This is an optimization exercise on Yosys and OpenROAD, whose aim is small area and a short achievable clock period, not a production implementation. In this exercise RTL edits were held to simulation tests only and were not proved equivalent to the original. No driver is modelled on the clock port, so clocking that relies on it looks cheaper here than on a real chip. Power figures rest on the tool's default switching activity, not on a simulated workload.

==> flow/design.v <==
module fir_filter (
   input  logic               clk,
   input  logic               rst,
   input  logic signed [15:0] inp,
   output logic signed [39:0] outp
);
   localparam logic [23:0] G_RESET = 24'hFF8000;    
   localparam logic [23:0] G_CONST = 24'hEF0001;
   logic signed [15:0] line [15];
   logic        [23:0] ysum;        
   logic        [16:0] dsum;        
   logic signed [16:0] d;
   logic        [23:0] gs, gc;
   logic        [23:0] ys, yc;
   logic signed [23:0] y;
   logic               ysg;     
   logic               ysg2;    
   logic        [23:0] c23;     
   logic        [3:0]  cnt;     
   logic               v12;     
   logic        [23:0] xo, do16, nlo, gk;
   logic        [23:0] gs1, gc1, gs2, gc2, gs3, gc3;
   logic        [23:0] ys1, yc1, ys2, yc2, ys3, yc3;
   always_comb begin
      xo   = {8'd0, ~inp[15], inp[14:0]};                      
      do16 = {3'd0, ~d[16], d[15:0], 4'd0};                    
      nlo  = {8'd0, line[14][15], ~line[14][14:0]};           
      gk   = G_CONST;
      gs1 = gs ^ gc ^ do16;
      gc1 = ((gs & gc) | (gs & do16) | (gc & do16)) << 1;
      gs2 = gs1 ^ gc1 ^ nlo;
      gc2 = (((gs1 & gc1) | (gs1 & nlo) | (gc1 & nlo)) << 1) | (gk & 24'd1);
      gs3 = gs2 ^ gc2 ^ (xo | (gk & ~24'd1)) ;
      gc3 = ((gs2 & gc2) | (gs2 & (xo | (gk & ~24'd1))) | (gc2 & (xo | (gk & ~24'd1)))) << 1;
      ys1 = ys ^ yc ^ gs;
      yc1 = ((ys & yc) | (ys & gs) | (yc & gs)) << 1;
      ys2 = ys1 ^ yc1 ^ gc;
      yc2 = ((ys1 & yc1) | (ys1 & gc) | (yc1 & gc)) << 1;
      ys3 = ys2 ^ yc2 ^ xo;
      yc3 = ((ys2 & yc2) | (ys2 & xo) | (yc2 & xo)) << 1;
   end
   always_ff @(posedge clk) begin
      line[0] <= inp;
      for (int k = 1; k < 13; k++) line[k] <= line[k-1];
      if (rst) begin
         line[13] <= 16'sd0;
         line[14] <= 16'sd0;
         d        <= 17'sd0;
         gs       <= G_RESET;
         gc       <= 24'd0;
         ys       <= 24'd0;
         yc       <= 24'd0;
         y        <= 24'sd0;
         ysg      <= 1'b0;
         ysg2     <= 1'b0;
         cnt      <= 4'd0;
         v12      <= 1'b0;
      end else begin
         line[13] <= v12 ? line[12] : 16'sd0;
         line[14] <= line[13];
         d        <= dsum;
         gs       <= gs3;
         gc       <= gc3;
         ys       <= ys3;
         yc       <= yc3;
         y        <= ysum;
         ysg      <= ys[23] ^ yc[23] ^ c23[23];
         ysg2     <= ys[23] ^ yc[23] ^ (ys[22:0] > ~yc[22:0]);    
         if (cnt != 4'd15) cnt <= cnt + 4'd1;
         v12      <= (cnt >= 4'd12);
      end
   end
   add_pp #(.W(24)) u_ysum (.a(ys), .b(yc), .ci(1'b0), .s(ysum));
   add_pp #(.W(17)) u_dsum (.a({line[14][15], line[14]}), .b(~{line[13][15], line[13]}), .ci(1'b1), .s(dsum));
   assign c23  = {1'b0, ys[22:0]} + {1'b0, yc[22:0]};
   assign outp = {{6{ysg2}}, {5{ysg}}, {6{y[23]}}, y[22:0]};
endmodule
module add_pp #(
   parameter int W = 24
) (
   input  logic [W-1:0] a,
   input  logic [W-1:0] b,
   input  logic         ci,
   output logic [W-1:0] s
);
   localparam int L = (W > 16) ? 5 : (W > 8) ? 4 : (W > 4) ? 3 : 2;    
   logic [W-1:0] p, g;
   logic [W-1:0] gp [L+1];
   logic [W-1:0] pp [L+1];
   always_comb begin
      p = a ^ b;
      g = a & b;
      gp[0] = g;
      pp[0] = p;
      gp[0][0] = g[0] | (p[0] & ci);
      for (int l = 0; l < L; l++) begin
         gp[l+1] = gp[l];
         pp[l+1] = pp[l];
         for (int i = 0; i < W; i++) begin
            if (((i >> l) & 1) == 1) begin
               gp[l+1][i] = gp[l][i] | (pp[l][i] & gp[l][((i >> l) << l) - 1]);
               pp[l+1][i] = pp[l][i] & pp[l][((i >> l) << l) - 1];
            end
         end
      end
      s[0] = p[0] ^ ci;
      for (int i = 1; i < W; i++) s[i] = p[i] ^ gp[L][i-1];
   end
endmodule
==> flow/flow/run.sh <==
#!/bin/bash
# The standard layout with four changes:
#  - the netlist from the standard synthesis gets an inverter-removal pass
#    (flow/polarity.py) and has the full adders on carry-propagate paths split
#    into faster gates (flow/faconv.py), and its two carry-propagate adders
#    rebuilt as parallel-prefix adders (flow/cparebuild.py), and the last
#    level of its carry-save adders split into faster gates (flow/loopfa.py)
#    before floorplanning; registers and
#    ports are untouched, and the result is kept only if Yosys proves it
#    equivalent to the standard netlist
#  - the ports get plain buffers (buf_2) instead of delay cells
#  - timing repair may resize cells across footprints
#  - the clock tree loses its root buffer (flow/cts_flatten.tcl): the clock
#    port drives the middle-level clock buffers directly
set -e
R=orfs/results/sky130hd/fir_filter/base
VARS=(MATCH_CELL_FOOTPRINT=0 "BUFFER_PORTS_ARGS=-buffer_cell sky130_fd_sc_hd__buf_2")
bash standard.sh "${VARS[@]}" synth > synth.log 2>&1
cp $R/1_2_yosys.v before.v
python3 flow/polarity.py before.v pol.v 20000 > polarity.log 2>&1
python3 flow/faconv.py pol.v fa.v >> polarity.log 2>&1
python3 flow/cparebuild.py fa.v cpa.v >> polarity.log 2>&1
python3 flow/loopfa.py cpa.v after.v >> polarity.log 2>&1
# internal nets of the two netlists must not pair by name: the pass flips some
sed -E 's/\b(_[0-9]{4}_)/\1g/g; s/\b(_pol[0-9]{4}_)/\1g/g; s/\\(dsum|ysum|c23)\[/\\\1g[/g' after.v > after_renamed.v
sed "s#LIBFILE#$FLOW_HOME/platforms/sky130hd/lib/sky130_fd_sc_hd__tt_025C_1v80.lib#" flow/eq.ys > eq.ys
YOSYS=$(command -v yosys || echo /OpenROAD-flow-scripts/tools/install/yosys/bin/yosys)
if "$YOSYS" -q -l eq.log eq.ys > eq_stdout.log 2>&1; then
  echo "equivalence proven, using the pass" >> polarity.log
  cp after.v $R/1_2_yosys.v
  rm -f $R/1_synth.odb $R/1_synth.sdc
else
  echo "equivalence NOT proven, keeping the standard netlist" >> polarity.log
fi
bash standard.sh "${VARS[@]}" cts > cts.log 2>&1
ODB=$R/4_cts.odb openroad -no_init -exit flow/cts_flatten.tcl > cts_flatten.log 2>&1
bash standard.sh "${VARS[@]}" finish > standard.log 2>&1
==> flow/flow/cparebuild.py <==
#!/usr/bin/env python3
"""Rebuild the two carry-propagate adders of fir_filter as Sklansky adders.

The output register y takes ys + yc and the register d takes
line[14] - line[13] (17 bits, sign-extended), both cleared by rst.  The
registers ysg, ysg2 (copies of y[23]) get the same sum bit as y[23].  Synthesis
maps these adders with slow complex gates; this pass removes the logic cone
between those registers (cells used only by the cone) and puts in its place a
parallel-prefix adder built from xor2 / and2 / a21o cells, followed by the
reset gate.  Registers, ports and all other logic are untouched; the result is
checked for equivalence by the flow before it is used.

usage: cparebuild.py IN.v OUT.v
"""
import re
import sys
from collections import defaultdict
sys.path.insert(0, __import__('os').path.dirname(__file__))
from polarity import parse, P, OUTPINS

src, dst = sys.argv[1], sys.argv[2]
head, decls, cells = parse(open(src).read())

driver = {}
loads = defaultdict(list)
for ci, c in enumerate(cells):
    for p, n in c['pins']:
        n = n.strip()
        if p in OUTPINS:
            driver[n] = ci
        else:
            loads[n].append(ci)

flop = {}   # (name, index) -> cell index
for ci, c in enumerate(cells):
    if c['type'].startswith(P + 'dfxtp'):
        m = re.match(r'\\(\w+)((?:\[\d+\])*)\$', c['name'].strip())
        if m:
            idx = tuple(int(x) for x in re.findall(r'\d+', m.group(2)))
            flop[(m.group(1),) + idx] = ci


def fpin(key, pin):
    return dict((p, n.strip()) for p, n in cells[flop[key]]['pins'])[pin]


new_cells = []
new_wires = []
cnt = [0]


def gate(typ, ins, outpin):
    n = '_cpa%04d_' % cnt[0]
    new_wires.append(n)
    new_cells.append({'type': P + typ, 'name': '_cpag%04d_' % cnt[0],
                      'pins': ins + [(outpin, n)]})
    cnt[0] += 1
    return n


def adder2(a, b, binv, ci):
    W = len(a)
    p, g = [], []
    for i in range(W):
        if b[i] is None:
            p.append(a[i]); g.append(None)
        elif binv:
            p.append(gate('xnor2_1', [('A', a[i]), ('B', b[i])], 'Y'))
            g.append(gate('nor2b_1', [('A', b[i]), ('B_N', a[i])], 'Y'))
        else:
            p.append(gate('xor2_1', [('A', a[i]), ('B', b[i])], 'X'))
            g.append(gate('and2_1', [('A', a[i]), ('B', b[i])], 'X'))
    G, Pp = list(g), list(p)
    if ci:
        if b[0] is None:
            raise SystemExit('carry-in with constant b0 not handled')
        G[0] = gate('nand2b_1', [('A_N', a[0]), ('B', b[0])], 'Y') if binv else \
            gate('or2_1', [('A', a[0]), ('B', b[0])], 'X')
    L = 0
    while (1 << L) < W:
        L += 1
    # which (level, bit) propagate terms are needed: P[l][j] for low blocks is
    # never needed (only G of the low block); P of the high block is needed
    for l in range(L):
        NG, NP = list(G), list(Pp)
        for i in range(W):
            if (i >> l) & 1:
                j = ((i >> l) << l) - 1
                gh, ph, glo = G[i], Pp[i], G[j]
                if glo is None:
                    NG[i] = gh
                elif gh is None:
                    NG[i] = gate('and2_1', [('A', ph), ('B', glo)], 'X')
                else:
                    NG[i] = gate('a21o_1', [('A1', ph), ('A2', glo), ('B1', gh)], 'X')
                # group propagate needed only if bit i merges again later as a
                # high block, i.e. some higher level l2 has bit l2 of i set
                if any((i >> l2) & 1 for l2 in range(l + 1, L)):
                    NP[i] = gate('and2_1', [('A', ph), ('B', Pp[j])], 'X')
                else:
                    NP[i] = None
        G, Pp = NG, NP
    sums = []
    for i in range(W):
        if i == 0:
            sums.append(gate('inv_1', [('A', p[0])], 'Y') if ci else p[0])
        elif G[i - 1] is None:
            sums.append(p[i])
        else:
            sums.append(gate('xor2_1', [('A', p[i]), ('B', G[i - 1])], 'X'))
    return sums


rst = 'rst'
targets = []
# y = ys + yc
ya = [fpin(('ys', i), 'Q') for i in range(24)]
yb = [fpin(('yc', i), 'Q') if ('yc', i) in flop else None for i in range(24)]
yd = [fpin(('y', i), 'D') for i in range(24)]
# d = line[14] - line[13], 17 bits
da = [fpin(('line', 14, min(i, 15)), 'Q') for i in range(17)]
db = [fpin(('line', 13, min(i, 15)), 'Q') for i in range(17)]
dd = [fpin(('d', i), 'D') for i in range(17)]
# ysg, ysg2, ... if the design has them, are more copies of y[23]
sg = [fpin(k, 'D') for k in sorted(flop) if len(k) == 1 and k[0].startswith('ysg')]

# cone between the target D nets and the source Q nets / ports
stop = set(ya) | set(x for x in yb if x) | set(da) | set(db) | {rst}
cone = set()
stack = [driver[n] for n in yd + dd + sg]
while stack:
    ci = stack.pop()
    if ci in cone or cells[ci]['type'].startswith(P + 'dfxtp'):
        continue
    cone.add(ci)
    for p, n in cells[ci]['pins']:
        n = n.strip()
        if p not in OUTPINS and n not in stop and n in driver:
            stack.append(driver[n])
# keep cone cells that also feed logic outside the cone
targets_d = set(yd + dd + sg)
changed = True
while changed:
    changed = False
    for ci in list(cone):
        for p, n in cells[ci]['pins']:
            n = n.strip()
            if p in OUTPINS:
                if any(l not in cone for l in loads[n]) and n not in targets_d:
                    cone.discard(ci)
                    changed = True
                    break
sys.stderr.write('cparebuild: removing %d cells\n' % len(cone))

ysum = adder2(ya, yb, False, 0)
dsum = adder2(da, db, True, 1)
# reset gates drive the original D nets
for s, dn in list(zip(ysum, yd)) + list(zip(dsum, dd)) + [(ysum[23], n) for n in sg]:
    new_cells.append({'type': P + 'nor2b_1', 'name': '_cpag%04d_' % cnt[0],
                      'pins': [('A', rst), ('B_N', s), ('Y', dn)]})
    cnt[0] += 1

out = [c for ci, c in enumerate(cells) if ci not in cone] + new_cells
sys.stderr.write('cparebuild: adding %d cells\n' % len(new_cells))
lines = [head.rstrip('\n')] + [d for d in decls if d.strip()] + ['  wire %s;' % w for w in new_wires]
for c in out:
    lines.append('  %s %s (' % (c['type'], c['name']))
    lines.append(',\n'.join('    .%s(%s)' % (p, n + ' ' if n.startswith('\\') else n) for p, n in c['pins']))
    lines.append('  );')
lines.append('endmodule')
open(dst, 'w').write('\n'.join(lines) + '\n')
==> flow/flow/cts_flatten.tcl <==
# Drop the root level of the clock tree: the clock port drives the (two)
# middle-level clock buffers directly, and they drive the leaf buffers. Every
# register still gets the clock through two buffers of the same kind.
read_db $::env(ODB)
set block [ord::get_db_block]
set root [$block findInst clkbuf_0_clk]
if {$root eq "NULL" || $root eq ""} { puts "no root clock buffer"; exit 0 }
set clknet [[$root findITerm A] getNet]
set rootnet [[$root findITerm X] getNet]
set mids {}
foreach it [$rootnet getITerms] {
  set inst [$it getInst]
  if {[$inst getName] eq [$root getName]} continue
  lappend mids $it
}
if {[llength $mids] > 4} { puts "cts_flatten: root drives [llength $mids] cells, left as is"; exit 0 }
foreach it $mids {
  $it disconnect
  $it connect $clknet
}
odb::dbInst_destroy $root
odb::dbNet_destroy $rootnet
puts "cts_flatten: clock port now drives [llength $mids] clock buffers directly"
write_db $::env(ODB)
==> flow/flow/eq.ys <==
# Equivalence of the netlist before and after flow/polarity.py, registers paired by name.
read_liberty -ignore_miss_func -overwrite -setattr liberty_cell LIBFILE
read_verilog before.v
rename fir_filter gold
read_verilog after_renamed.v
rename fir_filter gate
hierarchy -check
flatten
opt_clean
equiv_make gold gate eq
hierarchy -top eq
equiv_simple -seq 1
equiv_induct
equiv_status -assert
==> flow/flow/faconv.py <==
#!/usr/bin/env python3
"""Split the full adders of carry-propagate adders into discrete gates.

A full adder with two inputs straight from flip-flops or ports and the third
from logic (a carry) sits on the carry path of a
carry-propagate adder.  The sky130 full-adder cell is slow from that input,
so each such cell becomes ha(a, b) -> (p, g), sum = xor2(p, c) and
carry = a21o(p, c, g), which compute the same two outputs.

usage: faconv.py IN.v OUT.v
"""
import sys
sys.path.insert(0, __import__('os').path.dirname(__file__))
from polarity import parse, P, OUTPINS

src, dst = sys.argv[1], sys.argv[2]
head, decls, cells = parse(open(src).read())
driver = {}
for ci, c in enumerate(cells):
    for p, n in c['pins']:
        if p in OUTPINS:
            driver[n.strip()] = ci


def base_type(n):
    seen = 0
    while n in driver and cells[driver[n]]['type'] == P + 'inv_1' and seen < 10:
        n = dict(cells[driver[n]]['pins'])['A'].strip()
        seen += 1
    if n not in driver:
        return 'port'
    return cells[driver[n]]['type'][len(P):]


out = []
new_wires = []
k = 0
for c in cells:
    if c['type'].startswith(P + 'fa_'):
        pins = dict((p, n.strip()) for p, n in c['pins'])
        kinds = [base_type(pins[x]) for x in ('A', 'B', 'CIN')]
        seq = [t.startswith('dfxtp') or t == 'port' for t in kinds]
        if sum(seq) == 2:
            ci = [x for x, s in zip(('A', 'B', 'CIN'), seq) if not s][0]
            ab = [pins[x] for x, s in zip(('A', 'B', 'CIN'), seq) if s]
            cn = pins[ci]
            pn, gn = '_fap%03d_' % k, '_fag%03d_' % k
            new_wires += [pn, gn]
            nm = c['name'].strip()
            out.append({'type': P + 'ha_1', 'name': '%s_h' % nm.lstrip('\\'),
                        'pins': [('A', ab[0]), ('B', ab[1]), ('COUT', gn), ('SUM', pn)]})
            if 'SUM' in pins:
                out.append({'type': P + 'xor2_1', 'name': '%s_s' % nm.lstrip('\\'),
                            'pins': [('A', pn), ('B', cn), ('X', pins['SUM'])]})
            if 'COUT' in pins:
                out.append({'type': P + 'a21o_1', 'name': '%s_c' % nm.lstrip('\\'),
                            'pins': [('A1', pn), ('A2', cn), ('B1', gn), ('X', pins['COUT'])]})
            k += 1
            continue
    out.append(c)
sys.stderr.write('faconv: %d full adders split\n' % k)
lines = [head.rstrip('\n')] + [d for d in decls if d.strip()] + ['  wire %s;' % w for w in new_wires]
for c in out:
    lines.append('  %s %s (' % (c['type'], c['name']))
    lines.append(',\n'.join('    .%s(%s)' % (p, n + ' ' if n.startswith('\\') else n) for p, n in c['pins']))
    lines.append('  );')
lines.append('endmodule')
open(dst, 'w').write('\n'.join(lines) + '\n')
==> flow/flow/loopfa.py <==
#!/usr/bin/env python3
"""Speed up the last level of the carry-save adders.

A full adder whose input comes from the sum output of another full adder, and
whose own sum output does not feed a full adder, is the last level of a
carry-save adder tree.  Its slow path runs from that late input to the sum.
Each such cell becomes sum = xor2(xor2(a, b), late) and carry = maj3(a, b,
late), which compute the same two outputs with the late input one xor2 away
from the sum.

usage: loopfa.py IN.v OUT.v
"""
import sys
from collections import defaultdict
sys.path.insert(0, __import__('os').path.dirname(__file__))
from polarity import parse, P, OUTPINS

src, dst = sys.argv[1], sys.argv[2]
head, decls, cells = parse(open(src).read())
driver = {}
loads = defaultdict(list)
for ci, c in enumerate(cells):
    for p, n in c['pins']:
        n = n.strip()
        if p in OUTPINS:
            driver[n] = (ci, p)
        else:
            loads[n].append(ci)


def src_of(n):
    """cell and pin behind a net, looking through inverters"""
    seen = 0
    while n in driver and cells[driver[n][0]]['type'] == P + 'inv_1' and seen < 10:
        n = dict((p, x.strip()) for p, x in cells[driver[n][0]]['pins'])['A']
        seen += 1
    return driver.get(n)


def is_fa(ci):
    return cells[ci]['type'].startswith(P + 'fa_')


def feeds_fa(n):
    todo, seen = [n], set()
    while todo:
        m = todo.pop()
        if m in seen:
            continue
        seen.add(m)
        for l in loads[m]:
            if is_fa(l):
                return True
            if cells[l]['type'] == P + 'inv_1':
                todo.append(dict((p, x.strip()) for p, x in cells[l]['pins'])['Y'])
    return False


out, new_wires, k = [], [], 0
for ci, c in enumerate(cells):
    if is_fa(ci):
        pins = dict((p, n.strip()) for p, n in c['pins'])
        late = [x for x in ('A', 'B', 'CIN')
                if (lambda d: d is not None and is_fa(d[0]) and d[1] == 'SUM')(src_of(pins[x]))]
        if late and 'SUM' in pins and not feeds_fa(pins['SUM']):
            lp = late[0]
            a, b = [pins[x] for x in ('A', 'B', 'CIN') if x != lp]
            t = '_lfa%03d_' % k
            new_wires.append(t)
            nm = c['name'].strip().lstrip('\\')
            out.append({'type': P + 'xor2_1', 'name': nm + '_t', 'pins': [('A', a), ('B', b), ('X', t)]})
            out.append({'type': P + 'xor2_1', 'name': nm + '_s', 'pins': [('A', t), ('B', pins[lp]), ('X', pins['SUM'])]})
            if 'COUT' in pins:
                out.append({'type': P + 'maj3_1', 'name': nm + '_c',
                            'pins': [('A', a), ('B', b), ('C', pins[lp]), ('X', pins['COUT'])]})
            k += 1
            continue
    out.append(c)
sys.stderr.write('loopfa: %d full adders split\n' % k)
lines = [head.rstrip('\n')] + [d for d in decls if d.strip()] + ['  wire %s;' % w for w in new_wires]
for c in out:
    lines.append('  %s %s (' % (c['type'], c['name']))
    lines.append(',\n'.join('    .%s(%s)' % (p, n + ' ' if n.startswith('\\') else n) for p, n in c['pins']))
    lines.append('  );')
lines.append('endmodule')
open(dst, 'w').write('\n'.join(lines) + '\n')
==> flow/flow/polarity.py <==
#!/usr/bin/env python3
"""Inverter removal for a flat sky130hd gate netlist written by Yosys.

Full adders are self-dual: fa(~a, ~b, ~c) = (~sum, ~cout).  Synthesis leaves
many inverters between full adders (and between flip-flops and full adders)
because it chose the adders' polarity locally.  This pass chooses, for every
full adder, whether it computes the true or the complemented signals, so as to
need as few inverters as possible.  Two-input AND-of-literal gates (nor2,
nor2b, and2) are re-typed to take whichever polarity of an input is at hand.
Every other cell input, every flip-flop and every port keeps its exact logic
value, so the netlist stays equivalent to the input, register for register.

usage: polarity.py IN.v OUT.v
"""
import re
import sys
from collections import defaultdict

P = 'sky130_fd_sc_hd__'
OUTPINS = {'X', 'Y', 'Q', 'SUM', 'COUT', 'HI', 'LO'}
AREA = {'inv_1': 3.7536, 'nor2_1': 3.7536, 'nor2b_1': 6.256, 'and2_1': 6.256}


def parse(text):
    m = re.search(r'^module .*?;\n', text, re.M | re.S)
    head_end = m.end()
    body = text[head_end:]
    decl_lines = []
    cells = []
    pos = 0
    inst_re = re.compile(r'\s*(\S+)\s+(\S+|\\\S+ )\s*\((.*?)\);\n', re.S)
    lines = body.split('\n')
    # declarations: lines starting with input/output/wire; instances after
    i = 0
    while i < len(lines) and re.match(r'\s*(input|output|wire|inout)\b', lines[i]) or (i < len(lines) and lines[i].strip() == ''):
        decl_lines.append(lines[i])
        i += 1
    rest = '\n'.join(lines[i:])
    endm = rest.rindex('endmodule')
    inst_text = rest[:endm]
    for m in re.finditer(r'(\S+)\s+(\\\S+ |\S+)\s*\((.*?)\);', inst_text, re.S):
        typ, name, conns = m.group(1), m.group(2), m.group(3)
        pins = []
        for pm in re.finditer(r'\.(\w+)\(((?:\\\S+ |[^()])*)\)', conns):
            pins.append((pm.group(1), pm.group(2).strip()))
        cells.append({'type': typ, 'name': name, 'pins': pins})
    leftover = re.sub(r'(\S+)\s+(\\\S+ |\S+)\s*\((.*?)\);', '', inst_text, flags=re.S).strip()
    if leftover:
        raise SystemExit('unparsed netlist text: ' + leftover[:200])
    return text[:head_end], decl_lines, cells


def key(net):
    return net.strip()


def main():
    src, dst = sys.argv[1], sys.argv[2]
    text = open(src).read()
    head, decls, cells = parse(text)

    driver = {}
    loads = defaultdict(list)
    for ci, c in enumerate(cells):
        for p, n in c['pins']:
            if p in OUTPINS:
                driver[key(n)] = (ci, p)
            else:
                loads[key(n)].append((ci, p))

    def is_inv(ci):
        return cells[ci]['type'] == P + 'inv_1'

    def pin(ci, name):
        for p, n in cells[ci]['pins']:
            if p == name:
                return key(n)
        return None

    # base signal and inversion of every net
    base = {}

    def resolve(n):
        if n in base:
            return base[n]
        d = driver.get(n)
        if d is not None and is_inv(d[0]):
            b, v = resolve(pin(d[0], 'A'))
            base[n] = (b, v ^ 1)
        else:
            base[n] = (n, 0)
        return base[n]

    fas = [ci for ci, c in enumerate(cells) if c['type'].startswith(P + 'fa_')]
    fa_index = {ci: k for k, ci in enumerate(fas)}
    andlits = {P + 'nor2_1': {'A': 1, 'B': 1}, P + 'nor2b_1': {'A': 1, 'B_N': 0},
               P + 'and2_1': {'A': 0, 'B': 0}}

    # every non-inverter load pin: (cell, pin, base signal, needed inversion)
    uses = []
    for ci, c in enumerate(cells):
        if is_inv(ci):
            continue
        for p, n in c['pins']:
            if p in OUTPINS:
                continue
            k = key(n)
            if k in ('', "1'b0", "1'b1") or k.startswith("1'"):
                uses.append((ci, p, None, 0))
                continue
            b, v = resolve(k)
            if c['type'] in andlits:
                # literal polarity inside the AND: needed value = signal ^ (pin is inverting)
                v = v ^ andlits[c['type']][p]
            uses.append((ci, p, b, v))
    # output ports read nets directly: inverters that drive ports must stay
    port_nets = set()
    for dl in decls:
        m = re.match(r'\s*output\s+(\[(\d+):(\d+)\]\s+)?(\S+);', dl)
        if m:
            if m.group(1):
                for i in range(int(m.group(3)), int(m.group(2)) + 1):
                    port_nets.add('%s[%d]' % (m.group(4), i))
            else:
                port_nets.add(m.group(4))
    for pn in port_nets:
        if pn in driver:
            b, v = resolve(pn)
            uses.append((None, pn, b, v))

    flip = [0] * len(fas)

    def phys(b):
        d = driver.get(b)
        if d is not None and d[0] in fa_index:
            return flip[fa_index[d[0]]]
        return 0

    def cost():
        need = set()
        area = 0.0
        groups = defaultdict(list)
        for ci, p, b, v in uses:
            if b is None:
                continue
            if ci is not None and ci in fa_index:
                v ^= flip[fa_index[ci]]
            if ci is not None and cells[ci]['type'] in andlits:
                groups[ci].append((p, b, v))
                continue
            if v != phys(b):
                need.add(b)
        for ci, lits in groups.items():
            # choose per literal the polarity at hand; count the cell area
            npos = 0
            for p, b, v in lits:
                # literal wants value sig^v ... v is the required inversion of
                # the base signal inside the AND; 1 means the AND uses ~base
                have = phys(b)
                # if the physical net is the complement of base, the literal
                # ~base is available uninverted
                lit_neg = v ^ have  # 1: gate pin must invert its input
                npos += (lit_neg == 0)
            area += {0: AREA['nor2_1'], 1: AREA['nor2b_1'], 2: AREA['and2_1']}[npos]
        return len(need) * AREA['inv_1'] + area

    import random
    rng = random.Random(1)
    start = cost()

    def greedy():
        best = cost()
        improved = True
        while improved:
            improved = False
            for k in range(len(fas)):
                flip[k] ^= 1
                c = cost()
                if c < best - 1e-9:
                    best = c
                    improved = True
                else:
                    flip[k] ^= 1
        return best

    best = greedy()
    best_flip = list(flip)
    # annealing from the greedy result
    cur = best
    T = 4.0
    for it in range(int(sys.argv[3]) if len(sys.argv) > 3 else 20000):
        k = rng.randrange(len(fas))
        flip[k] ^= 1
        c = cost()
        if c <= cur or rng.random() < pow(2.718, (cur - c) / T):
            cur = c
            if c < best - 1e-9:
                best = c
                best_flip = list(flip)
        else:
            flip[k] ^= 1
        T = max(0.05, T * 0.9997)
    flip[:] = best_flip
    best = greedy()
    sys.stderr.write('polarity: cost %.1f -> %.1f um2 (%d of %d full adders flipped)\n'
                     % (start, best, sum(flip), len(fas)))

    # rebuild the netlist
    inv_net = {}
    new_wires = []
    new_cells = []

    def inverted(b):
        if b not in inv_net:
            n = '_pol%04d_' % len(inv_net)
            inv_net[b] = n
            new_wires.append(n)
            new_cells.append({'type': P + 'inv_1', 'name': '_polinv%04d_' % (len(inv_net) - 1),
                              'pins': [('A', b), ('Y', n)]})
        return inv_net[b]

    def netfor(b, v):
        return b if v == phys(b) else inverted(b)

    use_of = {}
    for ci, p, b, v in uses:
        use_of[(ci, p)] = (b, v)
    out_cells = []
    keep_inv = set()
    # inverters driving output ports directly are kept only if still needed
    for ci, c in enumerate(cells):
        if is_inv(ci):
            continue
        nc = {'type': c['type'], 'name': c['name'], 'pins': []}
        if c['type'] in andlits:
            lits = []
            for p, n in c['pins']:
                if p in OUTPINS:
                    continue
                b, v = use_of[(ci, p)]
                lits.append((b, v))
            outnet = [n for p, n in c['pins'] if p in OUTPINS][0]
            pos = []
            neg = []
            for b, v in lits:
                if b is None:
                    raise SystemExit('constant on AND gate')
                if v ^ phys(b):
                    neg.append(b)
                else:
                    pos.append(b)
            if len(pos) == 0:
                nc['type'] = P + 'nor2_1'
                nc['pins'] = [('A', neg[0]), ('B', neg[1]), ('Y', outnet)]
            elif len(pos) == 1:
                nc['type'] = P + 'nor2b_1'
                nc['pins'] = [('A', neg[0]), ('B_N', pos[0]), ('Y', outnet)]
            else:
                nc['type'] = P + 'and2_1'
                nc['pins'] = [('A', pos[0]), ('B', pos[1]), ('X', outnet)]
            out_cells.append(nc)
            continue
        for p, n in c['pins']:
            if p in OUTPINS or (ci, p) not in use_of or use_of[(ci, p)][0] is None:
                nc['pins'].append((p, n))
                continue
            b, v = use_of[(ci, p)]
            if ci in fa_index:
                v ^= flip[fa_index[ci]]
            nc['pins'].append((p, netfor(b, v)))
        out_cells.append(nc)
    # output ports: drive each port net with the right polarity
    for pn in sorted(port_nets):
        d = driver.get(pn)
        if d is None:
            continue
        if is_inv(d[0]):
            b, v = base[pn]
            src_net = netfor(b, v ^ 1)
            # port net must carry base^v: invert a net carrying base^(v^1)
            out_cells.append({'type': P + 'inv_1', 'name': cells[d[0]]['name'],
                              'pins': [('A', src_net), ('Y', pn)]})
        else:
            b, v = base[pn]
            if v != 0 or phys(b) != 0:
                raise SystemExit('port %s driven by a flipped cell' % pn)
    out_cells += new_cells

    lines = [head.rstrip('\n')]
    lines += [d for d in decls if d.strip()]
    for w in new_wires:
        lines.append('  wire %s;' % w)
    for c in out_cells:
        lines.append('  %s %s (' % (c['type'], c['name']))
        lines.append(',\n'.join('    .%s(%s)' % (p, n + ' ' if n.startswith('\\') else n) for p, n in c['pins']))
        lines.append('  );')
    lines.append('endmodule')
    open(dst, 'w').write('\n'.join(lines) + '\n')
    n_inv_before = sum(1 for c in cells if c['type'] == P + 'inv_1')
    n_inv_after = sum(1 for c in out_cells if c['type'] == P + 'inv_1')
    sys.stderr.write('polarity: inverters %d -> %d\n' % (n_inv_before, n_inv_after))


if __name__ == '__main__':
    main()
==> flow/standard.sh <==
#!/bin/bash
# synth_recipe.tcl (not shown) runs the flow's synth.tcl, then flattens the netlist and writes it again
# the make line also repeats each setting of config.mk as NAME=value (left out here)
make -C /OpenROAD-flow-scripts/flow DESIGN_CONFIG=/design/flow/config.mk WORK_HOME=/design/flow/orfs CLKGATE_MAP_FILE= SYNTH_SCRIPT=/design/flow/synth_recipe.tcl "${@:-finish}"
==> flow/config.mk <==
export PLATFORM = sky130hd
export DESIGN_NAME = fir_filter
export DESIGN_NICKNAME = fir_filter
export VERILOG_FILES = /design/flow/design.v
export SDC_FILE = /design/flow/constraint.sdc
export NUM_CORES = 4
export LEC_CHECK = 0
export CAP_MARGIN = 20
export CORE_MARGIN = 2
export CORE_UTILIZATION = 55
export CTS_BUF_LIST = sky130_fd_sc_hd__clkbuf_16
export CTS_CLUSTER_DIAMETER = 100
export CTS_CLUSTER_SIZE = 30
export SETUP_SLACK_MARGIN = 3.75
export SLEW_MARGIN = 20
==> flow/constraint.sdc <==
create_clock -name core_clock -period 6.0 [get_ports {clk}]
set_input_delay 1.2000 -clock core_clock [delete_from_list [all_inputs] [get_ports {clk}]]
set_output_delay 1.2000 -clock core_clock [all_outputs]
set_load 0.01 [all_outputs]
==> results by group, run 1 <==
Status
  • Status: timing/DRC/antenna clean

Floorplanning
  • Die extent in x: 162 um
  • Row count: 57
  • # IOs: 58
  • Die height: 162 um
  • Total Die Area: approximately 26,000 um2
  • Core region area: between 20,000 and 25,000 um2
  • Initial Utilization: a little under three fifths

Critical path
  • R2R Path Start: ys[2]
  • Reg2reg path depth: 8
  • Worst Setup End Kind: register
  • Reg-to-Reg End: ysg2
  • Worst EP arrival: 2.38 ns
  • Crit path max fanout: 8
  • Required @ worst endpoint: roughly 6.3 ns
  • Crit start category: register
  • Reg2reg setup slack: 3.87 ns
  • Setup CP Type: reg -> reg

Route
  • Via/cell ratio: between 4 and 5
  • Final ANT Viol Nets: 0
  • Routed len/inst: between 10 and 15 um
  • 1st-iter DRT viols: between 150 and 200
  • WL final: 19,300 um
  • DRC: 0
  • Detailed Routing Iterations Pass 1: 4
  • Routed via count: approximately 6,700

Cells and area
  • Antenna fix cells: 0
  • Commonest non-fill, non-tap cells in the layout: dfxtp_1, nor2b_1, xor2_1, and2_1, a21o_1
  • Most common cell after layout, fill and taps aside: dfxtp_1
  • # fillers: 2,058
  • Layout cells sized above 1: a little under 8%
  • # nets final: between 1,000 and 1,500
  • Design Area, Final: 14,700 um2
  • P&R area growth vs syn: 7.16%

Timing
  • Pins Over Slew Limit: 0
  • Unrepaired setup endpoints after global routing: false
  • Final hold vios: 0
  • Setup TNS: 0 ns
  • Fin crit share: between 30% and 40%
  • Setup violators final: 0
  • Worst Skew: between 0.02 and 0.03 ns
  • Slew HR: 56.8%
  • Worst slew pin tran: 0.648 ns
  • Highest Clock Rate: between 400 and 500 MHz
  • Tmin final: around 2.1 ns

GRT
  • GRT Residual Overflow: 0
  • Number of global-route vias before repair: between 6,000 and 7,000
  • Antenna violations before repair: 0
  • First-pass GRT wire length: about 33,000 um
  • Total GRT Usage: between 10% and 20%
  • Pin count of the biggest net entering global routing: slightly above 100

Clock network
  • Longest Clk Path Bufs: 3
  • CTS Buf Count: 16
  • Worst-Skew Late Latency: 0.40 ns
  • Hold Buf Count CTS: 0
  • CTS tree: yes
  • Clock-pin transition on the worst setup and hold timing paths: 0.11 ns
  • CTS H-tree depth: 1
  • CTS Root Cell: clkbuf_16
  • Clock sinks: between 300 and 400

Placement
  • Final GP Congestion: between 0.7 and 0.8
  • Cell Area, Placed: about 14,000 um2
  • Port Buf Inserts: 57
  • Post-DP HPWL: 13,800 um

Power and ir drop
  • P_leak: approximately 6.8 nW
  • Pwr/cell area: about 500 nW/um2
  • VDD IR max: 307 uV
  • Overall Power: 0.00735 W

Yosys
  • Syn nets: roughly 1,200
  • Syn_area_per_cell: 12.6 um2
  • Cell count after synthesis: about 1,100
  • Yosys warning count: 8
  • Mapped cell area: about 14,000 um2

Hold path
  • Hold Crit Endpoint: line[12][11]
  • Min-delay src: line[11][11]
  • Min-Delay Path Class: reg -> reg
  • Worst hold stages: 0

Job
  • Max cap viols: 0
flip-flops by register name, indices dropped and copies added (netlist names):
| signal | count |
|---|---|
| line | 240 |
| gs | 24 |
| y | 24 |
| ys | 24 |
| gc | 23 |
| yc | 23 |
| d | 17 |
| cnt | 4 |
| v12 | 1 |
| ysg | 1 |
| ysg2 | 1 |
worst max-delay path by stage:
stage | end | slack [ns] | start | cells after the start
floorplan | line[14][10] | 3.83 | rst | 5
global placement | gs[15] | 3.03 | rst | 3
detailed placement | gs[15] | 3.01 | rst | 3
CTS | outp[35] | 3.75 | ysg2 | 1
global route | ysg | 3.76 | ys[2] | 8
finish | ysg2 | 3.87 | ys[2] | 8
final cells by class:
cell class	instances	area, um2	area share (%)
inverter	32	120	0.819
clock inverter	3	28.8	0.196
timing repair buffer	60	325	2.22
multi-input combinational	639	5760	39.3
clock buffer	15	375	2.56
sequential	382	7650	52.2
tap	324	405	2.76
per-stage QoR:
step                std cells  worst slack [ns]  hold slack [ns]  util (%)
CTS                      1455              3.75            0.325      60.1
global route             1455              3.76            0.332      60.1
detailed placement       1436              3.01            0.312      58.2
finish                   1455              3.87            0.322      60.1
floorplan                1088              3.83            0.310         -
global placement         1436              3.03            0.310      58.2
report_power, final:
part | internal (W) | switching (W) | total [W]
Sequential | 0.00295 | 0.000285 | 0.00324
Combinational | 0.00162 | 0.00131 | 0.00293
Clock | 0.000465 | 0.000721 | 0.00119
metal layers:
metal | wire length, um | global-route usage [%]
met1 | 9630 | 21.4
met2 | 8800 | 26.0
met3 | 426 | 1.94
met4 | 411 | 3.54
met5 | 0 | 0
critical path, cell delays in order (launching register included):
cell and delay (ns):
dfxtp_1 0.36, xor2_2 0.20, and2_1 0.17, a21o_1 0.22
a21o_4 0.27, a21o_4 0.27, a21o_1 0.21, xor2_2 0.15
nor2b_1 0.13
repair_timing:
item / in CTS / in global routing
hold endpoints to repair: 0 / 0
resized for setup: 9 / 7
setup endpoints to repair: 125 / 109
cloned: 0 / 0
buffers inserted: 0 / 1
pin swaps: 0 / 1
==> inputs of run 2 (changes only) <==
--- a/flow/config.mk
+++ b/flow/config.mk
@@ -11,5 +11,5 @@
 export CTS_BUF_LIST = sky130_fd_sc_hd__clkbuf_16
 export CTS_CLUSTER_DIAMETER = 100
 export CTS_CLUSTER_SIZE = 30
-export SETUP_SLACK_MARGIN = 3.75
+export SETUP_SLACK_MARGIN = 3.8
 export SLEW_MARGIN = 20
==> results by group, run 2 <==
Route
  • WL final: 19,400 um (+0.57%)
  • Via/cell ratio: 4.58 (+0.20%)
  • DRC: 0 (unchanged)
  • Routed via count: 6,665 (+0.20%)
  • Detailed Routing Iterations Pass 1: 4 (unchanged)
  • 1st-iter DRT viols: 199 (+0.51%)
  • Final ANT Viol Nets: 0 (unchanged)
  • Routed len/inst: 13.3 um (+0.57%)

Timing
  • Final hold vios: 0 (unchanged)
  • Pins Over Slew Limit: 0 (unchanged)
  • Slew HR: 56.9% (+0.11 points)
  • Highest Clock Rate: 470 MHz (about the same)
  • Setup TNS: 0 ns (unchanged)
  • Unrepaired setup endpoints after global routing: false
  • Worst Skew: 0.0268 ns (-0.000910 ns)
  • Tmin final: 2.13 ns (-0.000840 ns)
  • Setup violators final: 0 (unchanged)
  • Worst slew pin tran: 0.647 ns (-0.00167 ns)
  • Fin crit share: 35.5% (about the same)

Critical path
  • Worst EP arrival: 2.37 ns (about the same)
  • CP top delay family: compound AO/OA/AOI/OAI gates
  • Crit-path cells: xor2_2 > and2_1 > a21o_4 > a21o_4 > a21o_4 > a21o_1 > xor2_2 > nor2b_1
  • Most common cell on crit path: a21o_4
  • CP max stage delay: 0.36 ns (about the same)
  • Worst Setup End Kind: register
  • Setup CP Type: reg -> reg
  • Crit start category: register
  • CP max stage cell: dfxtp_1
  • Critical path buffers and inverters: 0 (unchanged)
  • Required @ worst endpoint: 6.25 ns (about the same)
  • Crit path max fanout: 8 (unchanged)

Placement
  • Port Buf Inserts: 57 (unchanged)
  • Final GP Congestion: 0.736 (unchanged)
  • Post-DP HPWL: 13,800 um (unchanged)

Cells and area
  • Most common cell after layout, fill and taps aside: dfxtp_1
  • Core Util, Final: 60.6% (+0.51 points)
  • P&R area growth vs syn: 8.06%
  • Layout cells sized above 1: 8.22% (+0.44 points)
  • # nets final: 1,249 (unchanged)
  • Antenna fix cells: 0 (unchanged)
  • Biggest register: line
  • Commonest non-fill, non-tap cells in the layout: dfxtp_1, nor2b_1, xor2_1, and2_1, a21o_1
  • Max reg flops: 240 (unchanged)

Yosys
  • Mapped cell area: 13,700 um2 (unchanged)
  • Yosys warning count: 8 (unchanged)
  • Syn_area_per_cell: 12.6 um2 (unchanged)
  • Cell count after synthesis: 1,088 (unchanged)
  • Syn nets: 1,207 (unchanged)

Power and ir drop
  • VDD IR max: 322 uV (+4.9%)
  • P_leak: 6.82 nW (+0.19%)
  • Pwr/cell area: 503 nW/um2 (+0.29%)
  • Overall Power: 0.00744 W (+1.1%)

Job
  • Max cap viols: 0 (unchanged)

Clock network
  • Clock sinks: 382 (unchanged)
  • Worst-Skew Late Latency: 0.40 ns (about the same)
  • CTS H-tree depth: 1 (unchanged)
  • CTS tree: yes
  • Longest Clk Path Bufs: 3 (unchanged)
  • CTS Buf Count: 16 (unchanged)
  • CTS Root Cell: clkbuf_16
  • Clock-pin transition on the worst setup and hold timing paths: 0.11 ns (about the same)

Floorplanning
  • Core region area: 24,400 um2 (unchanged)
  • Die height: 162 um (unchanged)
  • Initial Utilization: 56.1% (unchanged)
  • Total Die Area: 26,200 um2 (unchanged)
  • # IOs: 58 (unchanged)
  • Row count: 57 (unchanged)
  • Die extent in x: 162 um (unchanged)

GRT
  • Total GRT Usage: 15.5% (+0.071 points)
  • Antenna violations before repair: 0 (unchanged)
  • Number of global-route vias before repair: 6,803 (+0.43%)
  • First-pass GRT wire length: 32,700 um (+0.45%)
  • Pin count of the biggest net entering global routing: 101 (unchanged)
  • GRT Residual Overflow: 0 (unchanged)

Hold path
  • Min-Delay Path Class: reg -> reg

Status
  • Status: timing/DRC/antenna clean
## run 2: repair_timing
item                                    CTS  global route
hold buffers                              0             0
endpoints found under the setup margin  132           109
setup buffers                             0             1
pin swaps                                 0             1
resized for setup                        31             9
## run 2: where the power goes
| part | internal (W) | switching, W |
|---|---|---|
| Clock | 0.000465 | 0.000722 |
| Combinational | 0.00168 | 0.00131 |
| Sequential | 0.00296 | 0.000297 |
| Total | 0.00510 | 0.00233 |
## run 2: metal layers
layer	vias to the layer above	track usage, %	part of all wire (%)
li1	3456	-	-
met1	3135	21.3	50
met2	50	26.3	46
met3	24	1.97	2.2
met4	0	3.54	2.1
met5	-	0	0
## run 2: final cells by class
cell class	count	area (um2)
fillers	2050	9600
flip-flops and latches	382	7660
multi-input cells	639	5780
repair buffers	60	423
well taps	324	405
clock buffers	15	375
inverters	32	120
clock inverters	3	28.8
## run 2: worst reg2reg max path: cells and delay by family, from the launching register on
family,cells,cell delay [ns]
compound gates,4,0.95
flops,1,0.36
xor+xnor,2,0.35
simple gates,2,0.32
## run 2: final timing paths
check | to | depth (start not counted) | start | slack [ns]
max | y[23] | 8 | ys[2] | 3.87
min | line[12][11] | 0 | line[11][11] | 0.32
max reg2reg | y[23] | 8 | ys[2] | 3.87
min reg2reg | line[12][11] | 0 | line[11][11] | 0.32
## run 2: per-stage QoR
stage / worst slack, ns / cell area (um2) / hold slack, ns / instances
global route: 3.80 / 14800 / 0.332 / 1455
CTS: 3.73 / 14800 / 0.325 / 1455
finish: 3.87 / 14800 / 0.322 / 1455
global placement: 3.03 / 14200 / 0.310 / 1436
floorplan: 3.83 / 13700 / 0.310 / 1088
detailed placement: 3.01 / 14200 / 0.312 / 1436
==> inputs of run 3 (changes only) <==
--- a/flow/config.mk
+++ b/flow/config.mk
@@ -9,7 +9,7 @@
 export CORE_MARGIN = 2
 export CORE_UTILIZATION = 55
 export CTS_BUF_LIST = sky130_fd_sc_hd__clkbuf_16
-export CTS_CLUSTER_DIAMETER = 100
-export CTS_CLUSTER_SIZE = 30
-export SETUP_SLACK_MARGIN = 3.8
+export CTS_CLUSTER_DIAMETER = 80
+export CTS_CLUSTER_SIZE = 24
+export SETUP_SLACK_MARGIN = 3.85
 export SLEW_MARGIN = 20
==> results by group, run 3 <==
Status
  • Status: timing/DRC/antenna clean

Cells and area
  • Layout cells sized above 1: 9.23% (+1.0 points)
  • Max reg flops: 240 (unchanged)
  • Core Util, Final: 60.9% (+0.25 points)
  • Biggest register: line
  • P&R area growth vs syn: 8.50%
  • Most common cell after layout, fill and taps aside: dfxtp_1
  • # nets final: 1,253 (+0.32%)
  • Commonest non-fill, non-tap cells in the layout: dfxtp_1, nor2b_1, xor2_1, and2_1, a21o_1
  • # fillers: 2,026 (-1.2%)
  • Antenna fix cells: 0 (unchanged)

Critical path
  • Critical path buffers and inverters: 1 (+1)
  • CP max stage delay: 0.36 ns (about the same)
  • Crit-path cells: buf_2
  • CP max stage cell: dfxtp_2
  • Levels on crit path: 1 (-7)
  • Required @ worst endpoint: 4.80 ns (-1.45 ns)
  • Worst EP arrival: 0.89 ns (-1.48 ns)
  • Setup CP Type: reg -> out
  • Crit path max fanout: 6 (-2)
  • Worst Setup End Kind: output pin
  • CP top delay family: flip-flops
  • Reg2reg path depth: 8 (unchanged)
  • Crit start category: register

Power and ir drop
  • Switching Share: 31.1% (-0.23 points)
  • Pwr/cell area: 507 nW/um2 (+0.79%)
  • Switching pwr: 0.00234 W (+0.46%)
  • VDD IR max: 294 uV (-8.5%)
  • Flop pwr share: 43.2% (-0.6 points)
  • Comb power frac: 38.9% (-1.4 points)
  • Internal Power: 0.00518 W (+1.5%)
  • P_leak: 6.88 nW (+0.82%)
  • Clock power frac: 17.9% (+1.9 points)

Timing
  • Worst hold slack: 0.319 ns (-0.00365 ns)
  • Fin crit share: 34.8% (-0.65 points)
  • Pins Over Slew Limit: 0 (unchanged)
  • Slew HR: 58.6% (+1.8 points)
  • Final hold vios: 0 (unchanged)
  • Unrepaired setup endpoints after global routing: false
  • Worst slew pin tran: 0.621 ns (-0.0263 ns)
  • Worst Skew: 0.0142 ns (-0.0126 ns)
  • Setup violators final: 0 (unchanged)
  • Tmin final: 2.09 ns (-0.0391 ns)
  • Setup TNS: 0 ns (unchanged)
  • Highest Clock Rate: 479 MHz (+1.9%)

Clock network
  • Clock sinks: 382 (unchanged)
  • CTS tree: yes
  • CTS Root Cell: clkbuf_16
  • Longest Clk Path Bufs: 3 (unchanged)
  • Worst-Skew Late Latency: 0.39 ns (about the same)
  • Clock-pin transition on the worst setup and hold timing paths: 0.09 ns (-0.02 ns)
  • CTS Buf Count: 20 (+4)
  • CTS H-tree depth: 1 (unchanged)

Yosys
  • Mapped cell area: 13,700 um2 (unchanged)
  • Syn nets: 1,207 (unchanged)
  • Syn_area_per_cell: 12.6 um2 (unchanged)
  • Yosys warning count: 8 (unchanged)
  • Cell count after synthesis: 1,088 (unchanged)

Floorplanning
  • Die height: 162 um (unchanged)
  • Total Die Area: 26,200 um2 (unchanged)
  • Core region area: 24,400 um2 (unchanged)
  • Row count: 57 (unchanged)
  • Die extent in x: 162 um (unchanged)
  • # IOs: 58 (unchanged)
  • Initial Utilization: 56.1% (unchanged)

Hold path
  • Min-Delay Path Class: reg -> reg
  • Worst hold stages: 0 (unchanged)

Route
  • WL final: 18,900 um (-2.4%)
  • DRC: 0 (unchanged)
  • 1st-iter DRT viols: 195 (-2.0%)
  • Detailed Routing Iterations Pass 1: 4 (unchanged)
  • Via/cell ratio: 4.59 (+0.10%)
  • Routed via count: 6,704 (+0.59%)
  • Final ANT Viol Nets: 0 (unchanged)
  • Routed len/inst: 12.9 um (-2.8%)

Placement
  • Port Buf Inserts: 57 (unchanged)
  • Final GP Congestion: 0.751 (+2.1%)
  • Post-DP HPWL: 13,500 um (-1.6%)

GRT
  • Antenna violations before repair: 0 (unchanged)
  • Number of global-route vias before repair: 6,690 (-1.7%)
  • First-pass GRT wire length: 32,400 um (-1.1%)
  • GRT Residual Overflow: 0 (unchanged)
  • Total GRT Usage: 15.2% (-0.23 points)
  • Pin count of the biggest net entering global routing: 102 (+0.99%)

Job
  • Max cap viols: 0 (unchanged)
[run 3: power groups by stage]
stage | sequential, W | clock [W] | combinational [W]
3_5_place_dp | 0.00331 | 0 | 0.00294
6_report | 0.00325 | 0.00135 | 0.00293
4_1_cts | 0.00326 | 0.00145 | 0.00299
3_3_place_gp | 0.00330 | 0 | 0.00290
2_1_floorplan | 0.00327 | 0 | 0.00244
5_1_grt | 0.00331 | 0.00150 | 0.00336
[run 3: layout make-up]
cell class	instances	area, um2	share of cell area (%)
clock buffer	19	475	3.20
clock inverter	6	57.6	0.388
tap	324	405	2.73
sequential	382	7660	51.6
inverter	32	120	0.809
timing repair buffer	60	354	2.38
multi-input combinational	639	5780	38.9
[run 3: worst paths after layout]
| check | startpoint | slack, ns | end |
|---|---|---|---|
| setup / recovery | ysg2 | 3.91 | outp[39] |
| hold / removal | line[2][11] | 0.32 | line[3][11] |
| setup reg to reg | ys[2] | 3.94 | ysg |
| hold reg to reg | line[2][11] | 0.32 | line[3][11] |
[run 3: through the flow]
| step | area (um2) | worst slack, ns | cells | power, W |
|---|---|---|---|---|
| 5_1_grt | 14900 | 3.85 | 1462 | 0.00818 |
| 4_1_cts | 14800 | 3.75 | 1462 | 0.00770 |
| 6_report | 14900 | 3.91 | 1462 | 0.00753 |
| 2_1_floorplan | 13700 | 3.94 | 1088 | 0.00572 |
| 3_3_place_gp | 14200 | 3.05 | 1436 | 0.00620 |
| 3_5_place_dp | 14200 | 3.04 | 1436 | 0.00625 |
[run 3: layer usage]
layer	global-route usage (%)	wire length, um	up-vias
met5	0	0	-
met4	3.50	389	0
met3	2.07	464	24
met2	25.0	8470	56
met1	21.7	9600	3151
li1	-	-	3473
[run 3: repair_timing]
action                                  in CTS  in global routing
buffers inserted                             0                  1
hold buffers                                 0                  0
endpoints found under the setup margin     151                110
endpoints found under the hold margin        0                  0
cloned                                       0                  0
resized for setup                           19                 13
pin swaps                                    1                  2
==> inputs of run 4 (changes only) <==
--- a/flow/config.mk
+++ b/flow/config.mk
@@ -9,7 +9,7 @@
 export CORE_MARGIN = 2
 export CORE_UTILIZATION = 55
 export CTS_BUF_LIST = sky130_fd_sc_hd__clkbuf_16
-export CTS_CLUSTER_DIAMETER = 80
-export CTS_CLUSTER_SIZE = 24
+export CTS_CLUSTER_DIAMETER = 70
+export CTS_CLUSTER_SIZE = 20
 export SETUP_SLACK_MARGIN = 3.85
 export SLEW_MARGIN = 20
==> results by group, run 4 <==
Yosys
  • Yosys warning count: 8 (unchanged)
  • Mapped cell area: 13,700 um2 (unchanged)
  • Cell count after synthesis: 1,088 (unchanged)
  • Syn nets: 1,207 (unchanged)
  • Syn_area_per_cell: 12.6 um2 (unchanged)

Timing
  • Setup violators final: 0 (unchanged)
  • Fin crit share: 34.8% (about the same)
  • Setup TNS: 0 ns (unchanged)
  • Highest Clock Rate: 479 MHz (about the same)
  • Worst slew pin tran: 0.619 ns (-0.00149 ns)
  • Unrepaired setup endpoints after global routing: false
  • Pins Over Slew Limit: 0 (unchanged)
  • Final WS setup: 3.91 ns (+0.0000200 ns)
  • Slew HR: 58.7% (+0.099 points)
  • Tmin final: 2.09 ns (-0.0000200 ns)
  • Worst hold slack: 0.322 ns (+0.00313 ns)
  • Worst Skew: 0.0303 ns (+0.0161 ns)
  • Final hold vios: 0 (unchanged)

Cells and area
  • Max reg flops: 240 (unchanged)
  • Commonest non-fill, non-tap cells in the layout: dfxtp_1, nor2b_1, xor2_1, and2_1, a21o_1
  • Most common cell after layout, fill and taps aside: dfxtp_1
  • # nets final: 1,258 (+0.40%)
  • Design Area, Final: 15,000 um2 (+0.74%)
  • Layout cells sized above 1: 9.77% (+0.55 points)
  • P&R area growth vs syn: 9.30%
  • Antenna fix cells: 0 (unchanged)
  • Biggest register: line
  • Final cell count without fillers: 1,470 (+0.55%)

Floorplanning
  • Initial Utilization: 56.1% (unchanged)
  • Die extent in x: 162 um (unchanged)
  • Row count: 57 (unchanged)
  • Total Die Area: 26,200 um2 (unchanged)
  • Die height: 162 um (unchanged)
  • # IOs: 58 (unchanged)
  • Core region area: 24,400 um2 (unchanged)

Critical path
  • Crit path max fanout: 6 (unchanged)
  • Required @ worst endpoint: 4.80 ns (about the same)
  • Critical path buffers and inverters: 1 (unchanged)
  • Worst Setup End Kind: output pin
  • Worst setup path start: ysg2
  • Crit start category: register
  • Crit-path cells: buf_2
  • CP max stage delay: 0.36 ns (about the same)
  • R2R Path Start: ys[9]
  • CP top delay family: flip-flops
  • CP max stage cell: dfxtp_2
  • Setup CP Type: reg -> out
  • Worst EP arrival: 0.89 ns (about the same)

Route
  • Via/cell ratio: 4.59 (about the same)
  • Routed via count: 6,746 (+0.63%)
  • Final ANT Viol Nets: 0 (unchanged)
  • 1st-iter DRT viols: 194 (-0.51%)
  • DRC: 0 (unchanged)
  • Routed len/inst: 13.0 um (+0.74%)
  • WL final: 19,200 um (+1.3%)
  • Detailed Routing Iterations Pass 1: 4 (unchanged)

GRT
  • Number of global-route vias before repair: 6,796 (+1.6%)
  • GRT Residual Overflow: 0 (unchanged)
  • First-pass GRT wire length: 32,700 um (+1.2%)
  • Pin count of the biggest net entering global routing: 102 (unchanged)
  • Antenna violations before repair: 0 (unchanged)
  • Total GRT Usage: 15.4% (+0.18 points)

Clock network
  • Clock-pin transition on the worst setup and hold timing paths: 0.08 ns (about the same)
  • CTS Buf Count: 24 (+20%)
  • CTS Root Cell: clkbuf_16
  • Longest Clk Path Bufs: 3 (unchanged)
  • Hold Buf Count CTS: 0 (unchanged)
  • CTS tree: yes
  • Clock sinks: 382 (unchanged)
  • CTS H-tree depth: 1 (unchanged)
  • Worst-Skew Late Latency: 0.42 ns (+0.03 ns)

Power and ir drop
  • P_leak: 6.94 nW (+0.96%)
  • Pwr/cell area: 514 nW/um2 (+1.4%)
  • VDD IR max: 300 uV (+1.8%)

Placement
  • Post-DP HPWL: 13,500 um (unchanged)
  • Port Buf Inserts: 57 (unchanged)
  • Placed Cells incl. Taps: 1,436 (unchanged)
  • Setup WS pre-CTS: 3.04 ns (unchanged)
  • Final GP Congestion: 0.751 (unchanged)
  • Cell Area, Placed: 14,200 um2 (unchanged)

Hold path
  • Min-delay src: line[5][2]
  • Min-Delay Path Class: reg -> reg

Status
  • Status: timing/DRC/antenna clean

Job
  • Max cap viols: 0 (unchanged)
## run 4: area by class of cell
cell class / count / area (um2)
tap: 324 / 405
sequential: 382 / 7660
clock buffer: 23 / 576
inverter: 32 / 120
multi-input combinational: 639 / 5770
fill: 2016 / 9430
timing repair buffer: 61 / 362
clock inverter: 9 / 70.1
## run 4: power by group
| group | leakage, nW | internal [W] | total, W | switching (W) |
|---|---|---|---|---|
| clock network | 0.325 | 0.000704 | 0.00150 | 0.000800 |
| logic | 3.43 | 0.00164 | 0.00293 | 0.00129 |
| registers | 3.19 | 0.00296 | 0.00325 | 0.000292 |
## run 4: what timing repair did
item	in CTS	in global routing
setup endpoints to repair	151	110
pin swaps	1	0
gates resized for setup	19	10
setup buffers	2	0
## run 4: metrics by stage
stage	utilization, %	total power [W]
4_1_cts	61.3	0.00787
3_5_place_dp	58.2	0.00625
6_report	61.3	0.00768
2_1_floorplan	-	0.00572
3_3_place_gp	58.2	0.00620
5_1_grt	61.3	0.00834
## run 4: worst paths after layout
path	to	slack [ns]	cells past startpoint
worst min register to register	line[6][2]	0.32	0
worst min-delay path	line[6][2]	0.32	0
worst max-delay path	outp[39]	3.91	1
worst max register to register	ysg	3.95	8
## run 4: worst reg2reg max path: stages (launching register included)
cell	delay, ns
dfxtp_1	0.34
xor2_1	0.20
a21o_1	0.22
a21o_4	0.26
a21o_1	0.19
a21o_4	0.22
a21o_1	0.20
xor2_1	0.15
nor2b_1	0.13
## run 4: per-layer routing
layer,GRT usage (%),wire (um),vias up
met2,25.4,8660,58
met1,21.7,9570,3171
met3,2.30,531,26
met5,0,0,-
met4,3.50,405,0
li1,-,-,3491
==> inputs of run 5 (changes only) <==
--- a/flow/config.mk
+++ b/flow/config.mk
@@ -7,9 +7,9 @@
 export LEC_CHECK = 0
 export CAP_MARGIN = 20
 export CORE_MARGIN = 2
-export CORE_UTILIZATION = 55
+export CORE_UTILIZATION = 65
 export CTS_BUF_LIST = sky130_fd_sc_hd__clkbuf_16
-export CTS_CLUSTER_DIAMETER = 70
-export CTS_CLUSTER_SIZE = 20
+export CTS_CLUSTER_DIAMETER = 100
+export CTS_CLUSTER_SIZE = 30
 export SETUP_SLACK_MARGIN = 3.85
 export SLEW_MARGIN = 20
==> results by group, run 5 <==
Clock network
  • CTS H-tree depth: 1 (unchanged)
  • CTS Root Cell: clkbuf_16
  • Clock sinks: 382 (unchanged)
  • Worst-Skew Late Latency: 0.38 ns (-0.04 ns)
  • Longest Clk Path Bufs: 3 (unchanged)
  • Hold Buf Count CTS: 0 (unchanged)
  • Clock-pin transition on the worst setup and hold timing paths: 0.11 ns (+0.03 ns)
  • CTS tree: yes
  • CTS Buf Count: 16 (-33%)

Cells and area
  • Final cell count without fillers: 1,405 (-4.4%)
  • Layout cells sized above 1: 9.12% (-0.66 points)
  • # nets final: 1,248 (-0.79%)
  • Biggest register: line
  • Antenna fix cells: 0 (unchanged)
  • Commonest non-fill, non-tap cells in the layout: dfxtp_1, nor2b_1, xor2_1, and2_1, a21o_1
  • Register area: 7660 um2 (about the same)
  • Most common cell after layout, fill and taps aside: dfxtp_1
  • P&R area growth vs syn: 7.27%
  • # fillers: 1,492 (-26%)
  • Multi-input gate area: 5800 um2 (+0.52%)
  • Max reg flops: 240 (unchanged)

GRT
  • Total GRT Usage: 18.3% (+2.9 points)
  • Number of global-route vias before repair: 6,808 (+0.18%)
  • Pin count of the biggest net entering global routing: 93 (-8.8%)
  • First-pass GRT wire length: 32,600 um (-0.44%)
  • GRT Residual Overflow: 0 (unchanged)
  • Antenna violations before repair: 0 (unchanged)

Floorplanning
  • Row count: 53 (-7.0%)
  • Total Die Area: 22,200 um2 (-15%)
  • Initial Utilization: 65.7% (+9.6 points)
  • Die height: 149 um (-7.8%)
  • Core region area: 20,800 um2 (-15%)
  • # IOs: 58 (unchanged)
  • Die extent in x: 149 um (-7.8%)

Yosys
  • Syn_area_per_cell: 12.6 um2 (unchanged)
  • Yosys warning count: 8 (unchanged)
  • Mapped cell area: 13,700 um2 (unchanged)
  • Cell count after synthesis: 1,088 (unchanged)
  • Syn nets: 1,207 (unchanged)

Route
  • Routed len/inst: 13.8 um (+6.1%)
  • 1st-iter DRT viols: 196 (+1.0%)
  • Final ANT Viol Nets: 0 (unchanged)
  • WL final: 19,400 um (+1.4%)
  • DRC: 0 (unchanged)
  • Detailed Routing Iterations Pass 1: 4 (unchanged)
  • Via/cell ratio: 4.81 (+4.7%)
  • Routed via count: 6,753 (+0.10%)

Critical path
  • Crit start category: register
  • Reg2reg setup slack: 3.89 ns (-0.06 ns)
  • Setup CP Type: reg -> reg
  • Required @ worst endpoint: 6.25 ns (+1.45 ns)
  • Worst setup path start: ys[9]
  • Crit path max fanout: 8 (+2)
  • Worst Setup End Kind: register
  • Worst EP arrival: 2.35 ns (+1.46 ns)
  • R2R Path Start: ys[9]

Hold path
  • Min-delay src: line[10][9]
  • Min-Delay Path Class: reg -> reg

Timing
  • Setup TNS: 0 ns (unchanged)
  • Pins Over Slew Limit: 0 (unchanged)
  • Unrepaired setup endpoints after global routing: true
  • Highest Clock Rate: 474 MHz (-0.94%)
  • Tmin final: 2.11 ns (+0.0198 ns)
  • Final hold vios: 0 (unchanged)
  • Fin crit share: 35.1% (+0.33 points)
  • Setup violators final: 0 (unchanged)
  • Slew HR: 63.7% (+4.9 points)
  • Worst slew pin tran: 0.545 ns (-0.0742 ns)
  • Worst Skew: 0.0164 ns (-0.0138 ns)

Power and ir drop
  • Switching pwr: 0.00232 W (-2.6%)
  • VDD IR max: 292 uV (-2.5%)
  • P_leak: 6.81 nW (-2.0%)
  • Comb power frac: 40.0% (+1.9 points)
  • Internal Power: 0.00507 W (-4.3%)
  • Switching Share: 31.4% (+0.39 points)
  • Clock power frac: 16.0% (-3.6 points)
  • Flop pwr share: 44.0% (+1.7 points)
  • Pwr/cell area: 504 nW/um2 (-1.9%)

Placement
  • Final GP Congestion: 0.803 (+6.9%)
  • Placed Cells incl. Taps: 1,386 (-3.5%)
  • Post-DP HPWL: 13,800 um (+1.6%)
  • Port Buf Inserts: 57 (unchanged)

Job
  • Max cap viols: 0 (unchanged)

Status
  • Status: timing/DRC/antenna clean
[run 5: timing repair]
| item | CTS | global route |
|---|---|---|
| gates resized for setup | 22 | 14 |
| setup buffers | 1 | 0 |
| gates cloned | 0 | 0 |
| pin swaps | 1 | 3 |
| setup endpoints to repair | 142 | 120 |
[run 5: layer usage]
metal | vias up | global-route usage, % | part of all wire, %
li1 | 3451 | - | -
met2 | 65 | 30.7 | 47
met4 | 0 | 4.67 | 2.2
met1 | 3205 | 25.6 | 48
met5 | - | 0 | 0
met3 | 32 | 2.14 | 2.1
[run 5: final timing paths]
path	cells after the start	end
min	0	line[11][9]
max reg2reg	8	y[23]
max	8	y[23]
min reg2reg	0	line[11][9]
[run 5: cell type report]
cell class                      instances  area share [%]
Tap cell                              275            2.34
Clock buffer                           15            2.56
Multi-Input combinational cell        639            39.5
Clock inverter                          3           0.196
Inverter                               32           0.818
Sequential cell                       382            52.2
Timing Repair Buffer                   59            2.39
[run 5: worst max-delay path, stage by stage (launching register included)]
cell     delay, ns
dfxtp_1       0.37
xor2_2        0.21
a21o_1        0.22
a21o_4        0.26
a21o_1        0.19
a21o_4        0.22
a21o_1        0.19
xor2_1        0.15
nor2b_1       0.14
[run 5: power groups by stage]
| stage | sequential, W | combinational, W | clock [W] |
|---|---|---|---|
| final | 0.00326 | 0.00296 | 0.00118 |
| after global routing | 0.00332 | 0.00339 | 0.00130 |
| after CTS | 0.00326 | 0.00302 | 0.00126 |
| after detailed placement | 0.00331 | 0.00296 | 0 |
| after global placement | 0.00329 | 0.00288 | 0 |
| after floorplan | 0.00327 | 0.00244 | 0 |
[run 5: metrics by stage]
stage / area [um2] / utilization [%] / hold slack, ns / setup slack, ns / total power (W)
after floorplan: 13700 / - / 0.310 / 3.94 / 0.00572
after global placement: 14100 / 67.9 / 0.310 / 3.04 / 0.00617
after detailed placement: 14100 / 67.9 / 0.312 / 3.04 / 0.00627
after CTS: 14600 / 70.3 / 0.326 / 3.76 / 0.00754
after global routing: 14700 / 70.5 / 0.336 / 3.79 / 0.00800
final: 14700 / 70.5 / 0.330 / 3.89 / 0.00739

## what the ideal ports hide
The results above use ideal ports. As a check the final layouts listed here were re-extracted and re-timed, cells and wires unchanged.
Step 1 sets driving cells, clkbuf_16 on the clock port and buf_2 on the other inputs (assumed; they add their load-dependent delay and slew).
Step 2 also shifts input and output timing later by t, the mid clock arrival at the registers, as if the neighbouring blocks saw the same clock.
Slacks: no drivers / after step 1 / after step 2; pairs: no drivers / after step 1.
run	t (ns)	setup slack, ns	worst data-port slew with drivers (ns)
run 1	0.446	3.872 / 3.855 / 3.540	0.03
run 2	0.447	3.873 / 3.821 / 3.544	0.03
run 3	0.446	3.912 / 3.854 / 3.533	0.03
run 4	0.458	3.912 / 3.853 / 3.536	0.03
run 5	0.435	3.892 / 3.865 / 3.516	0.04
After both steps setup and hold are still met in every run listed. The setup slack of run 3, which loses most, moves by -0.058 ns with the drivers and by -0.379 ns with both steps.
